Context: an optimization exercise on an open-source flow, tuned for small area. The choices shown serve that exercise and are no tape-out recipe.
At most, simulation tests tie the RTL to the original design; equivalence was not proved.
Function not checked in run 1: the RTL went through the layout flow alone.
Power and IR drop assume default switching activity.

==> design/flow/design.v <==
`default_nettype none
package exe_pkg;
	localparam int DATA_W  = 32;                     
	localparam int REG_AW  = 5;                      
	localparam int NREGS   = 2**REG_AW;
endpackage
`default_nettype wire
`default_nettype none
import exe_pkg::*;
module alu_unit (
	input  logic [3:0]          op,
	input  logic [DATA_W-1:0]   a,
	input  logic [DATA_W-1:0]   b,
	output logic [DATA_W-1:0]   y,
	output logic                illegal
);
	logic                sub;
	logic [DATA_W-1:0]   sum;
	logic                lt;
	logic [DATA_W-1:0]   shr_in;
	logic [DATA_W-1:0]   shr;
	logic [DATA_W-1:0]   shl;
	logic                fill;
	assign illegal = op[3] & (op[2] | op[1]);
	assign sub = op[0] | op[3];
	assign sum = a + (b ^ {DATA_W{sub}}) + {{(DATA_W-1){1'b0}}, sub};
	assign lt = (a[DATA_W-1] ^ b[DATA_W-1]) ? (op[0] ? b[DATA_W-1] : a[DATA_W-1]) : sum[DATA_W-1];
	always_comb begin
		for (int i = 0; i < DATA_W; i++) begin
			shr_in[i] = op[1] ? a[i] : a[DATA_W-1-i];
		end
	end
	assign fill = (op[1:0] == 2'b11) & a[DATA_W-1];
	assign shr  = DATA_W'($signed({fill, shr_in}) >>> b[4:0]);
	always_comb begin
		for (int i = 0; i < DATA_W; i++) begin
			shl[i] = shr[DATA_W-1-i];
		end
	end
	always_comb begin
		if (op[3]) begin
			y = {{(DATA_W-1){1'b0}}, lt};
		end else begin
			case (op[2:0])
				3'd0, 3'd1: y = sum;
				3'd2:       y = a & b;
				3'd3:       y = a | b;
				3'd4:       y = a ^ b;
				3'd5:       y = shl;
				default:    y = shr;
			endcase
		end
	end
endmodule
`default_nettype wire
`default_nettype none
import exe_pkg::*;
module wb_buffer (
	input  logic                clk,
	input  logic                reset_,
	input  logic                flush,
	input  logic                issue_valid,
	input  logic [REG_AW-1:0]   issue_rd,
	input  logic [DATA_W-1:0]   alu_y,
	input  logic                alu_illegal,
	output logic                issue_ready,
	input  logic                ext_valid,
	output logic                head_valid,
	output logic [REG_AW-1:0]   head_rd,
	output logic [DATA_W-1:0]   head_data,
	output logic                head_exc
);
	localparam int SW = DATA_W + REG_AW + 1;
	logic [SW-1:0]  slot [2];
	logic [SW-1:0]  slot_in;
	logic [SW-1:0]  head;
	logic           res_v;         
	logic           cnt1;          
	logic           cnt2;          
	logic           cred_ret;      
	logic           wp;
	logic           rp;
	logic           accept;
	logic           pop;
	logic [1:0]     cnt_next;
	assign issue_ready = !(cnt2 | (cnt1 & (res_v | cred_ret)) | (res_v & cred_ret));
	assign accept      = issue_valid & issue_ready & !flush;
	assign head_valid  = cnt1;
	assign pop         = cnt1 & !ext_valid;
	assign cnt_next    = {1'b0, cnt1} + {1'b0, cnt2} + {1'b0, res_v} - {1'b0, pop};
	assign slot_in = {alu_y, issue_rd, alu_illegal};
	assign head    = rp ? slot[1] : slot[0];
	assign {head_data, head_rd, head_exc} = head;
	always_ff @(posedge clk) begin
		for (int s = 0; s < 2; s++) begin
			if (accept && (wp == s[0])) begin
				slot[s] <= slot_in;
			end
		end
	end
	always_ff @(posedge clk or negedge reset_) begin
		if (!reset_) begin
			res_v    <= 1'b0;
			cnt1     <= 1'b0;
			cnt2     <= 1'b0;
			cred_ret <= 1'b0;
			wp       <= 1'b0;
			rp       <= 1'b0;
		end else if (flush) begin
			res_v    <= 1'b0;
			cnt1     <= 1'b0;
			cnt2     <= 1'b0;
			cred_ret <= 1'b0;
			wp       <= 1'b0;
			rp       <= 1'b0;
		end else begin
			res_v    <= accept;
			cnt1     <= (cnt_next != 2'd0);
			cnt2     <= cnt_next[1];
			cred_ret <= pop;
			wp       <= wp ^ accept;
			rp       <= rp ^ pop;
		end
	end
endmodule
`default_nettype wire
`default_nettype none
import exe_pkg::*;
module rf_store (
	input  logic                        clk,
	input  logic [(NREGS-1)*DATA_W-1:0] d,
	output logic [(NREGS-1)*DATA_W-1:0] q
);
	always_ff @(posedge clk) begin
		q <= d;
	end
endmodule
module rf_bit_next (
	input  logic q,
	input  logic we_n,
	input  logic wd_n,
	output logic d
);
	assign d = ~((we_n | wd_n) & ~(we_n & q));
endmodule
module rf_read (
	input  logic [(NREGS-1)*DATA_W-1:0] q,
	input  logic [NREGS-1:1]            sel,
	output logic [DATA_W-1:0]           y
);
	always_comb begin
		y = '0;
		for (int i = 1; i < NREGS; i++) begin
			y = y | (q[(i-1)*DATA_W +: DATA_W] & {DATA_W{sel[i]}});
		end
	end
endmodule
module reg_writeback (
	input  logic                clk,
	input  logic                reset_,
	input  logic                head_valid,
	input  logic [REG_AW-1:0]   head_rd,
	input  logic [DATA_W-1:0]   head_data,
	input  logic                head_exc,
	input  logic                ext_valid,
	input  logic [REG_AW-1:0]   ext_rd,
	input  logic [DATA_W-1:0]   ext_data,
	output logic                commit_valid,
	output logic [REG_AW-1:0]   commit_rd,
	output logic [DATA_W-1:0]   commit_data,
	output logic                exc_valid,
	input  logic [REG_AW-1:0]   reg_raddr,
	output logic [DATA_W-1:0]   reg_rdata
);
	logic [(NREGS-1)*DATA_W-1:0]  rf_q;
	logic [(NREGS-1)*DATA_W-1:0]  rf_d;
	logic [NREGS-1:1]             written;
	logic [NREGS-1:1]             we;
	logic [NREGS-1:1]             rsel;
	logic               wr_en;
	logic [REG_AW-1:0]  wr_rd;
	logic [DATA_W-1:0]  wr_data;
	assign wr_en   = ext_valid | (head_valid & !head_exc);
	assign wr_rd   = ext_valid ? ext_rd : head_rd;
	assign wr_data = ext_valid ? ext_data : head_data;
	always_comb begin
		for (int i = 1; i < NREGS; i++) begin
			we[i]   = wr_en & (wr_rd == REG_AW'(i));
			rsel[i] = written[i] & (reg_raddr == REG_AW'(i));
		end
	end
	for (genvar i = 1; i < NREGS; i++) begin : g_row
		for (genvar j = 0; j < DATA_W; j++) begin : g_bit
			rf_bit_next u_next (
				.q    (rf_q[(i-1)*DATA_W + j]),
				.we_n (!we[i]),
				.wd_n (!wr_data[j]),
				.d    (rf_d[(i-1)*DATA_W + j])
			);
		end
	end
	rf_store u_store (
		.clk  (clk),
		.d    (rf_d),
		.q    (rf_q)
	);
	rf_read u_read (
		.q    (rf_q),
		.sel  (rsel),
		.y    (reg_rdata)
	);
	always_ff @(posedge clk or negedge reset_) begin
		if (!reset_) begin
			written <= '0;
		end else begin
			written <= written | we;
		end
	end
	always_ff @(posedge clk or negedge reset_) begin
		if (!reset_) begin
			commit_valid <= 1'b0;
			exc_valid    <= 1'b0;
		end else begin
			commit_valid <= wr_en;                               
			exc_valid    <= head_valid & !ext_valid & head_exc;
		end
	end
	always_ff @(posedge clk) begin
		commit_rd   <= wr_rd;
		commit_data <= wr_data;
	end
endmodule
`default_nettype wire
`default_nettype none
import exe_pkg::*;
module alu_wb_top (
	input  logic                clk,
	input  logic                reset_,
	input  logic                flush,
	input  logic                issue_valid,
	input  logic [3:0]          issue_op,
	input  logic [31:0]         issue_a,
	input  logic [31:0]         issue_b,
	input  logic [4:0]          issue_rd,
	output logic                issue_ready,
	input  logic                ext_valid,
	input  logic [4:0]          ext_rd,
	input  logic [31:0]         ext_data,
	output logic                commit_valid,
	output logic [4:0]          commit_rd,
	output logic [31:0]         commit_data,
	output logic                exc_valid,
	output logic [1:0]          exc_code,
	input  logic [4:0]          reg_raddr,
	output logic [31:0]         reg_rdata
);
	logic [DATA_W-1:0]   alu_y;
	logic                alu_illegal;
	logic                head_valid;
	logic [REG_AW-1:0]   head_rd;
	logic [DATA_W-1:0]   head_data;
	logic                head_exc;
	assign exc_code = 2'd1;
	alu_unit u_alu (
		.op            (issue_op),
		.a             (issue_a),
		.b             (issue_b),
		.y             (alu_y),
		.illegal       (alu_illegal)
	);
	wb_buffer u_buf (
		.clk           (clk),
		.reset_        (reset_),
		.flush         (flush),
		.issue_valid   (issue_valid),
		.issue_rd      (issue_rd),
		.alu_y         (alu_y),
		.alu_illegal   (alu_illegal),
		.issue_ready   (issue_ready),
		.ext_valid     (ext_valid),
		.head_valid    (head_valid),
		.head_rd       (head_rd),
		.head_data     (head_data),
		.head_exc      (head_exc)
	);
	reg_writeback u_wb (
		.clk           (clk),
		.reset_        (reset_),
		.head_valid    (head_valid),
		.head_rd       (head_rd),
		.head_data     (head_data),
		.head_exc      (head_exc),
		.ext_valid     (ext_valid),
		.ext_rd        (ext_rd),
		.ext_data      (ext_data),
		.commit_valid  (commit_valid),
		.commit_rd     (commit_rd),
		.commit_data   (commit_data),
		.exc_valid     (exc_valid),
		.reg_raddr     (reg_raddr),
		.reg_rdata     (reg_rdata)
	);
endmodule
`default_nettype wire
==> design/flow/run.sh <==
#!/bin/bash
# synth_recipe.tcl (not shown) runs the flow's synth.tcl, then flattens the netlist and writes it again
# the make line also repeats each setting of config.mk as NAME=value (left out here)
make -C /OpenROAD-flow-scripts/flow DESIGN_CONFIG=/design/flow/config.mk WORK_HOME=/design/flow/orfs CLKGATE_MAP_FILE= SYNTH_SCRIPT=/design/flow/synth_recipe.tcl finish
==> design/flow/config.mk <==
export PLATFORM = sky130hd
export DESIGN_NAME = alu_wb_top
export DESIGN_NICKNAME = alu_wb_top
export VERILOG_FILES = /design/flow/design.v
export SDC_FILE = /design/flow/constraint.sdc
export NUM_CORES = 4
export LEC_CHECK = 0
export CAP_MARGIN = 20
export CORE_MARGIN = 2
export CORE_UTILIZATION = 40
export SLEW_MARGIN = 20
export SYNTH_HIERARCHICAL = 1
==> design/flow/constraint.sdc <==
create_clock -name core_clock -period 7.0 [get_ports {clk}]
set_input_delay 1.4000 -clock core_clock [delete_from_list [all_inputs] [get_ports {clk}]]
set_output_delay 1.4000 -clock core_clock [all_outputs]
set_load 0.01 [all_outputs]
==> summary.txt, run 1 <==
Status
  – Status: no timing/DRC/antenna violations

Clocking
  – Hold Buf Count CTS: 0
  – CTS tree: built
  – H-tree depth: 3
  – Clk slew on worst S/H paths: 0.06 ns
  – Deepest clock path buffer count: 3
  – Clk Latency, worst-skew pair: 0.71 ns
  – CTS root buffer: clkbuf_16
  – Setup bufs post-CTS: 0
  – Total CTS buffers: 118
  – Clk sink count: approximately 1100
  – # resized after CTS: 0

Synth
  – Yosys cell types: 94
  – Sequential cell area fraction in the yosys report: 0.508
  – Top cells by area, synth: dfxtp_1 44%, o21ai_1 11%, nand2_1 8.8%, a22oi_1 6.2%, edfxtp_1 4.9%
  – Mapped Nets: approximately 5300
  – Synth top area share: 0.438
  – EDFF count, synth: 76
  – Gate Count Post-Synth: roughly 5000
  – Mapped cell area: around 47000 um2
  – Synth Flop Type: dfxtp_1
  – Ys async rst share: 0.0341
  – Top cell type by total area after synthesis: dfxtp_1
  – Synth Warn #: 12
  – Avg Cell Area, Syn: 9.22 um2
  – #FFs+latches synth: 1144

Place
  – Placer congestion estimate: between 0.9 and 1
  – Placed inst area: between 50000 and 60000 um2
  – IO Port Bufs: 191
  – DP HPWL: between 100000 and 150000 um
  – Number of instances in the placed design: between 6000 and 7000
  – Post-place setup slack: between 0.7 and 0.8 ns

Power and ir drop
  – Flop pwr share: 0.485
  – Comb pwr share: 0.154
  – Worst IR Drop VDD: between 0.2 and 0.25 mV
  – Clock power frac: 0.361
  – Internal power: about 14 mW
  – Sw Ratio: 0.276
  – P_sw: around 5.2 mW
  – Total power: 18.7 mW
  – Pwr dens: 334 nW/um2
  – Leak Pwr: around 22 nW

Global routing
  – Maximum number of pins on one net before global-route repair: 72
  – M1 GR Usage: 0.359
  – First-pass GRT wire length: around 240000 um
  – M3 GR Usage: 0.0403
  – Vias in the first global route: between 30000 and 40000
  – Initial antenna violation count: 5
  – Grt met2 use: 0.417
  – GR peak layer: met2
  – Total Routing Usage GR: 0.261
  – Grt ovf: 0

Floorplanning
  – Ports: roughly 190
  – Die footprint: around 120000 um2
  – Die W: 347 um
  – Cell Rows: around 130
  – Initial Util: 0.404
  – Core Area: roughly 120000 um2
  – Die H: about 350 um

Timing
  – Unrepaired setup endpoints after global routing: no
  – Worst slew margin: 0.160
  – Fin. max-slew vios: 0
  – Setup TNS: 0 ns
  – Final setup margin: between 0.7 and 0.8 ns
  – Period minus WS final: between 6 and 7 ns
  – Worst-margin pin slew: ~1.3 ns
  – Endpoints failing setup: 0
  – Final Hold Viols: 0
  – Clock Skew: around 0.026 ns
  – Maximum operating frequency: roughly 0.16 GHz
  – Period utilization: 0.895

Critical path
  – FF-to-FF path depth: 8
  – Cell Chain, Critical Path: clkdlybuf4s50_1, nor3b_1, and3_2, a22oi_1, nand4_1, or4_1, clkdlybuf4s50_1
  – Most used cell, CP: clkdlybuf4s50_1
  – Crit-path max FO: 32
  – CP Launch Type: input port
  – Critical Path AT: about 5 ns
  – Worst EP required: 5.60 ns
  – Setup CP Type: input port to primary output
  – Slowest CP cell: and3_2
  – Critical Path Max Stage Delay: 1.02 ns
  – Element type at the critical path end: primary output

Detailed routing
  – DR vias: around 40000
  – Final ANT Viol Nets: 0
  – # DRC: 0
  – Vias per cell: 5.77
  – Total routed wirelength: roughly 160000 um
  – First DRT Iteration DRCs: around 4000
  – Drt wl/cell: between 20 and 25 um
  – Iteration count of the initial detailed-routing pass: 6

Hold path
  – Hold path depth: 2
  – Hold/Removal Path Class: flip-flop to flip-flop

Cells and area
  – Layout cell share with drive strength beyond 1: 0.0989
  – Non-Filler Instances: 6926
  – Final Instance Area: between 50000 and 60000 um2
  – Synthesis-to-finish area growth: 18.9%
  – Fin nets: 5527

Flow run
  – Max Cap Viol: 0
## area by class of cell
cell class / count / area [um2]
Clock inverter: 42 / 664
Inverter: 117 / 439
Clock buffer: 176 / 3590
Sequential cell: 1144 / 23900
Antenna cell: 2 / 5.00
Timing Repair Buffer: 267 / 2750
Multi-Input combinational cell: 3654 / 22700
Fill cell: 11100 / 60500
Tap cell: 1524 / 1910
## path summary, 6_finish.rpt
check                                 endpoint  slack [ns]                 from
max                              reg_rdata[30]        0.73         reg_raddr[1]
min                        u_wb.u_store.q[541]        0.45  u_wb.u_store.q[541]
max reg2reg                u_wb.u_store.q[738]        2.85             u_buf.rp
min reg2reg                u_wb.u_store.q[541]        0.45  u_wb.u_store.q[541]
max in group asynchronous      u_wb.written[5]        5.94               reset_
min in group asynchronous             u_buf.wp        0.57               reset_
## metrics by stage
step | utilization | hold slack [ns]
after floorplan | - | 0.420
after global placement | 0.440 | 0.435
after detailed placement | 0.443 | 0.437
after CTS | 0.479 | 0.449
after global routing | 0.480 | 0.461
final | 0.480 | 0.446
## flip-flops by register name, indices dropped and copies added (netlist names)
signal and flops:
u_wb.u_store.q 992, u_buf.slot 76, u_wb.commit_data 32, u_wb.written 31
u_wb.commit_rd 5, u_buf.cnt1 1, u_buf.cnt2 1, u_buf.cred_ret 1
u_buf.res_v 1, u_buf.rp 1, u_buf.wp 1, u_wb.commit_valid 1
u_wb.exc_valid 1
## worst max-delay path, delay by kind of cell
kind            cells  cell delay [ns]
simple gates        4             1.92
buf+inv             2             1.20
compound gates      1             0.33
## cell usage in the layout (no fill, tap or decap), types with 16 or more instances in the layout
cell,instances
a211oi_1,20
a21o_1,26
a21oi_1,80
a221oi_2,31
a222oi_1,34
a22o_1,33
a22oi_1,389
and3_2,21
buf_4,61
clkbuf_1,23
clkbuf_16,125
clkbuf_8,29
clkdlybuf4s50_1,186
clkinv_2,16
dfrtp_1,38
dfxtp_1,1029
edfxtp_1,76
ha_1,101
inv_1,113
mux2_2,42
mux2i_1,27
mux2i_4,32
mux4_2,35
nand2_1,1100
nand3_1,79
nand3_4,27
nand4_1,71
nor2_1,87
o211ai_1,17
o21ai_0,51
o21ai_1,1008
o22ai_1,19
or4_1,33
xnor2_1,39
## cells in the mapped netlist (20+ instances only)
| cell | n |
|---|---|
| a211oi_1 | 20 |
| a21o_1 | 26 |
| a21oi_1 | 80 |
| a221oi_2 | 31 |
| a222oi_1 | 34 |
| a22o_1 | 33 |
| a22oi_1 | 389 |
| and3_1 | 30 |
| buf_2 | 25 |
| clkbuf_1 | 115 |
| dfrtp_1 | 39 |
| dfxtp_1 | 1029 |
| edfxtp_1 | 76 |
| ha_1 | 103 |
| inv_1 | 113 |
| mux2_2 | 42 |
| mux2i_1 | 59 |
| mux4_2 | 35 |
| nand2_1 | 1104 |
| nand3_1 | 106 |
| nand4_1 | 71 |
| nor2_1 | 89 |
| o21ai_0 | 51 |
| o21ai_1 | 1008 |
| or4_1 | 33 |
| xnor2_1 | 39 |
## per-module statistics from Yosys (local to each module, per instance)
module | cells | times used | cell area (um2)
rf_read | 733 | 1 | 5330
alu_wb_top | 4 | 1 | 22.5
reg_writeback | 297 | 1 | 3150
alu_unit | 947 | 1 | 6890
rf_bit_next | 2 | 992 | 8.76
wb_buffer | 141 | 1 | 3060
rf_store | 992 | 1 | 19900
## layer usage
metal  vias to the layer above  part of all wire
met5                         -           0.00021
li1                      19400                 -
met4                         6             0.036
met2                      1518              0.45
met1                     18800              0.44
met3                       309             0.072
## logic make-up after synthesis
kind of cell,share of synthesized area
AOI/OAI and AO/OA,0.244
and+or+nand+nor,0.136
other,0.000160
buffers and inverters,0.0281
muxes,0.0460
xor gates and xnor gates,0.0101
DFF,0.508
adders and majority gates,0.0285
## power groups by stage
stage          clock (mW)  combinational (mW)  sequential (mW)
3_3_place_gp            0                2.73             9.14
3_5_place_dp            0                2.85             9.18
4_1_cts              6.86                2.85             9.05
2_1_floorplan           0                1.91             8.97
6_report             6.75                2.87             9.07
5_1_grt              7.14                3.26             9.24
==> inputs of run 2 (changes only) <==
--- a/design/flow/design.v
+++ b/design/flow/design.v
@@ -127,33 +127,4 @@
 `default_nettype none
 import exe_pkg::*;
-module rf_store (
-	input  logic                        clk,
-	input  logic [(NREGS-1)*DATA_W-1:0] d,
-	output logic [(NREGS-1)*DATA_W-1:0] q
-);
-	always_ff @(posedge clk) begin
-		q <= d;
-	end
-endmodule
-module rf_bit_next (
-	input  logic q,
-	input  logic we_n,
-	input  logic wd_n,
-	output logic d
-);
-	assign d = ~((we_n | wd_n) & ~(we_n & q));
-endmodule
-module rf_read (
-	input  logic [(NREGS-1)*DATA_W-1:0] q,
-	input  logic [NREGS-1:1]            sel,
-	output logic [DATA_W-1:0]           y
-);
-	always_comb begin
-		y = '0;
-		for (int i = 1; i < NREGS; i++) begin
-			y = y | (q[(i-1)*DATA_W +: DATA_W] & {DATA_W{sel[i]}});
-		end
-	end
-endmodule
 module reg_writeback (
 	input  logic                clk,
@@ -173,9 +144,7 @@
 	output logic [DATA_W-1:0]   reg_rdata
 );
-	logic [(NREGS-1)*DATA_W-1:0]  rf_q;
-	logic [(NREGS-1)*DATA_W-1:0]  rf_d;
-	logic [NREGS-1:1]             written;
-	logic [NREGS-1:1]             we;
-	logic [NREGS-1:1]             rsel;
+	logic [DATA_W-1:0]  rf [1:NREGS-1];
+	logic [NREGS-1:1]   written;
+	logic [NREGS-1:1]   we;
 	logic               wr_en;
 	logic [REG_AW-1:0]  wr_rd;
@@ -186,28 +155,14 @@
 	always_comb begin
 		for (int i = 1; i < NREGS; i++) begin
-			we[i]   = wr_en & (wr_rd == REG_AW'(i));
-			rsel[i] = written[i] & (reg_raddr == REG_AW'(i));
-		end
-	end
-	for (genvar i = 1; i < NREGS; i++) begin : g_row
-		for (genvar j = 0; j < DATA_W; j++) begin : g_bit
-			rf_bit_next u_next (
-				.q    (rf_q[(i-1)*DATA_W + j]),
-				.we_n (!we[i]),
-				.wd_n (!wr_data[j]),
-				.d    (rf_d[(i-1)*DATA_W + j])
-			);
-		end
-	end
-	rf_store u_store (
-		.clk  (clk),
-		.d    (rf_d),
-		.q    (rf_q)
-	);
-	rf_read u_read (
-		.q    (rf_q),
-		.sel  (rsel),
-		.y    (reg_rdata)
-	);
+			we[i] = wr_en & (wr_rd == REG_AW'(i));
+		end
+	end
+	always_ff @(posedge clk) begin
+		for (int i = 1; i < NREGS; i++) begin
+			if (we[i]) begin
+				rf[i] <= wr_data;
+			end
+		end
+	end
 	always_ff @(posedge clk or negedge reset_) begin
 		if (!reset_) begin
@@ -215,4 +170,12 @@
 		end else begin
 			written <= written | we;
+		end
+	end
+	always_comb begin
+		reg_rdata = '0;
+		for (int i = 1; i < NREGS; i++) begin
+			if (reg_raddr == REG_AW'(i) && written[i]) begin
+				reg_rdata = rf[i];
+			end
 		end
 	end
--- a/design/flow/config.mk
+++ b/design/flow/config.mk
@@ -10,3 +10,2 @@
 export CORE_UTILIZATION = 40
 export SLEW_MARGIN = 20
-export SYNTH_HIERARCHICAL = 1
==> run 2 against run 1 <==
Synthesized cell count down 33%; largest power group unchanged; core utilization down 0.34 points; routed wire length down 9.9%; sequential power down 14%; worst setup slack worse by 0.59 ns; still clean; design area up 3.9%; clock power down 9.0%; synthesized area up 4.3%.
==> summary.txt, run 2 <==
Cells and area
  – Layout cell share with drive strength beyond 1: 0.148
  – Non-Filler Instances: 5450
  – Max reg flops: approximately 1000
  – Filler instances: ~11000
  – Most flop-heavy register: u_wb.rf
  – Fin nets: ~3900
  – Final Instance Area: around 58000 um2
  – Synthesis-to-finish area growth: 18.3%
  – Regs by FF count: u_wb.rf x992, u_buf.slot x76, u_wb.commit_data x32
  – Most common cell after layout, fill and taps aside: edfxtp_1
  – Most frequent cells in the layout: 1068 x edfxtp_1, 192 x nor2_1, 191 x nand2_1

Synth
  – Sequential cell area fraction in the yosys report: 0.689
  – Synth cell count leaders: 1068 x edfxtp_1, 224 x nor2_1, 191 x nand2_1, 182 x a22oi_1, 165 x o21ai_0
  – Synth Area in Simple Gates: 0.0738
  – Synth Warn #: 5
  – Synth Area in Compound Gates: 0.131
  – Largest family of logic cells by synthesized area: compound AO/OA/AOI/OAI gates
  – Avg Cell Area, Syn: ~14 um2
  – Synth top area share: 0.654
  – Gate Count Post-Synth: roughly 3400
  – Mapped Nets: between 3000 and 4000
  – Ys async rst share: 0.0341
  – Synth Flop Type: edfxtp_1
  – Mapped cell area: slightly below 50000 um2
  – Synth Area in Adders: 0.0255
  – Yosys cell types: 86
  – Count leader, synth: edfxtp_1
  – Mux contribution to synthesized area: 0.0441
  – EDFF count, synth: roughly 1100
  – #FFs+latches synth: about 1100
  – Post-synthesis xor/xnor area fraction: 0.00947
  – Top cells by area, synth: edfxtp_1 65%, a22oi_1 2.8%, ha_1 2.4%, dfrtp_1 2.0%, mux4_2 2.0%
  – Top cell type by total area after synthesis: edfxtp_1

Timing
  – Final setup margin: 0.141 ns
  – Worst-margin pin slew: 1.12 ns
  – Unrepaired setup endpoints after global routing: no
  – Clock Skew: between 0.03 and 0.04 ns
  – Worst slew margin: 0.255
  – Maximum operating frequency: ~0.15 GHz
  – Endpoints failing setup: 0
  – Hold Slack: around 0.46 ns
  – Period minus WS final: 6.86 ns
  – Fin. max-slew vios: 0
  – Final Hold Viols: 0
  – Period utilization: 0.980

Flow run
  – Max Cap Viol: 0

Place
  – Placed inst area: between 50000 and 60000 um2
  – IO Port Bufs: between 150 and 200
  – DP HPWL: ~98000 um
  – Placer congestion estimate: 0.937
  – Post-place setup slack: -0.0348 ns
  – Number of instances in the placed design: about 5200

Power and ir drop
  – Pwr dens: 272 nW/um2
  – Internal power: about 12 mW
  – Clock power frac: 0.389
  – P_sw: around 3.8 mW
  – Sw Ratio: 0.238
  – Flop pwr share: 0.494
  – Comb pwr share: 0.117
  – Worst IR Drop VDD: ~0.20 mV
  – Total power: about 16 mW
  – Leak Pwr: roughly 20 nW

Critical path
  – Critical Path Max Stage Delay: 0.73 ns
  – FF-to-FF path depth: 7
  – Crit path buffers/inverters: 5
  – FF-to-FF setup slack: ~3.0 ns
  – CP Launch Type: input port
  – Crit-path max FO: 22
  – Most used cell, CP: buf_4
  – FF-to-FF Start: u_buf.rp
  – Cell Chain, Critical Path: clkdlybuf4s50_1, nor2b_1, buf_4, nand3_1, buf_4, nand3_1, buf_4, a2111oi_0, a21oi_1, a2111oi_1, o21ai_1, clkdlybuf4s50_1
  – Delay-heaviest family, CP: buffers and inverters
  – Element type at the critical path end: primary output
  – Critical Path AT: between 5 and 6 ns
  – Slowest CP cell: clkdlybuf4s50_1
  – Worst EP required: 5.60 ns
  – Stages on worst setup path: 12
  – Worst reg2reg endpoint: u_wb.rf[5][9]
  – Setup CP Type: input port to primary output

Detailed routing
  – DR vias: 32200
  – Iteration count of the initial detailed-routing pass: 6
  – First DRT Iteration DRCs: roughly 3700
  – Final ANT Viol Nets: 0
  – Total routed wirelength: 145000 um
  – Drt wl/cell: 26.6 um
  – Vias per cell: around 6
  – # DRC: 0

Global routing
  – Vias in the first global route: 31000
  – Grt ovf: 0
  – Maximum number of pins on one net before global-route repair: 55
  – Initial antenna violation count: 3
  – Total Routing Usage GR: 0.226
  – First-pass GRT wire length: roughly 210000 um

Hold path
  – Worst Hold Launch: u_wb.written[11]
  – Hold path depth: 1
  – Hold/Removal Path Class: flip-flop to flip-flop
  – WHS Endpoint: u_wb.written[11]

Clocking
  – Clk sink count: 1144
  – Total CTS buffers: approximately 110
  – Clk Latency, worst-skew pair: between 0.6 and 0.7 ns
  – Setup bufs post-CTS: 0
  – CTS tree: built
  – CTS root buffer: clkbuf_16
  – Clk slew on worst S/H paths: 0.07 ns
  – Deepest clock path buffer count: 3
  – H-tree depth: 3

Floorplanning
  – Die H: 354 um
  – Core Area: between 100000 and 150000 um2
  – Die W: around 350 um
  – Initial Util: 0.403
  – Cell Rows: roughly 130
  – Die footprint: approximately 130000 um2
  – Ports: roughly 190

Status
  – Status: no timing/DRC/antenna violations
-- run 2: changes by cell type after synthesis, moves of 31 or more --
cell      previous run  this run
nand4_1             71        22
edfxtp_1            76      1068
a221oi_2            31         0
a21oi_1             80       148
dfxtp_1           1029        37
o21ai_1           1008         5
nand2_1           1104       191
a22oi_1            389       182
o22ai_1             19       141
nor3_1              15        53
nor2_1              89       224
o21ai_0             51       165
or2_2                2        38
nand3_1            106        72
-- run 2: power by group through the flow --
stage               clock network (mW)  registers (mW)  logic [mW]
floorplan                            0            7.94       0.967
detailed placement                   0            7.94        1.84
CTS                               6.22            7.80        1.85
global route                      6.48            7.81        1.98
global placement                     0            7.94        1.82
finish                            6.14            7.80        1.86
-- run 2: metal layers --
metal  vias to the layer above  global-route usage  routed length, um
met4                         0              0.0675               3830
li1                      14200                   -                  -
met3                       181              0.0237               9840
met5                         -                   0                  0
met2                      1376               0.384              71800
met1                     16400               0.307              59700
-- run 2: worst register-to-register path, delay by kind of cell (launching register included) --
family                 cells  cell delay (ns)
flip-flops                 1             0.40
multiplexers               1             0.16
AND/OR/NAND/NOR            3             1.42
AO/OA/AOI/OAI              1             0.86
buffers and inverters      2             0.87
-- run 2: how the worst max path moves through the flow --
stage                     to          from  slack, ns
2_1_floorplan  reg_rdata[22]  reg_raddr[4]       2.10
3_3_place_gp   reg_rdata[10]  reg_raddr[0]      -0.09
3_5_place_dp   reg_rdata[10]  reg_raddr[1]      -0.03
4_1_cts        reg_rdata[10]  reg_raddr[1]       0.16
5_1_grt        reg_rdata[10]  reg_raddr[0]       0.04
6_report       reg_rdata[10]  reg_raddr[1]       0.14
-- run 2: timing repair --
action | 4_1_cts | 5_1_grt
endpoints found under the setup margin | 1 | 0
gates resized for setup | 1 | 0
hold buffers | 0 | 0
-- run 2: area by class of cell --
type / count / area (um2) / area share
flip-flops and latches: 1144 / 33800 / 0.582
inverters: 93 / 349 / 0.00602
repair buffers: 385 / 3710 / 0.0640
well taps: 1625 / 2030 / 0.0350
clock buffers: 137 / 2940 / 0.0507
clock inverters: 65 / 818 / 0.0141
diodes: 3 / 7.51 / 0.000129
multi-input cells: 1998 / 14400 / 0.248
-- run 2: logic make-up after synthesis --
| group | count (synthesis) |
|---|---|
| flops | 1144 |
| compound gates | 942 |
| simple gates | 754 |
| buf+inv | 298 |
| mux | 148 |
| fa+ha+maj | 99 |
| xor+xnor | 53 |
| other cells | 2 |
-- run 2: metrics by stage --
| stage | TNS (ns) | util |
|---|---|---|
| finish | 0 | 0.477 |
| detailed placement | -0.0348 | 0.444 |
| global placement | -0.0911 | 0.442 |
| global route | 0 | 0.477 |
| CTS | 0 | 0.475 |
| floorplan | 0 | - |

-- separate check: timing with driven ports --
In the flow no input, the clock included, has a driving cell. The finished layouts below were timed again as built, in two steps. Step 1 sets driving cells, clkbuf_16 on the clock port and buf_2 on the other inputs (assumed; they add their load-dependent delay and slew). Step 2 times the ports against the registers' clock, not the clock port: input delays grow and output delays shrink by t, the midpoint of the rising clock arrivals with the driver on. a / b / c = ideal / step 1 / step 2; a / b = the first two.
| run | shift t [ns] | setup slack, ns | worst hold slack (ns) | worst setup path at the end | worst data-port slew with drivers (ns) |
|---|---|---|---|---|---|
| run 1 | 0.771 | 0.732 / 0.638 / 0.638 | 0.446 / 0.446 / 0.446 | input to output | 0.12 |
| run 2 | 0.729 | 0.141 / 0.119 / 0.119 | 0.465 / 0.465 / 0.465 | input to output | 0.08 |
After both steps every run listed still meets setup and hold. The setup slack of run 1, which loses most, moves by -0.094 ns with the drivers and by -0.094 ns with both steps.
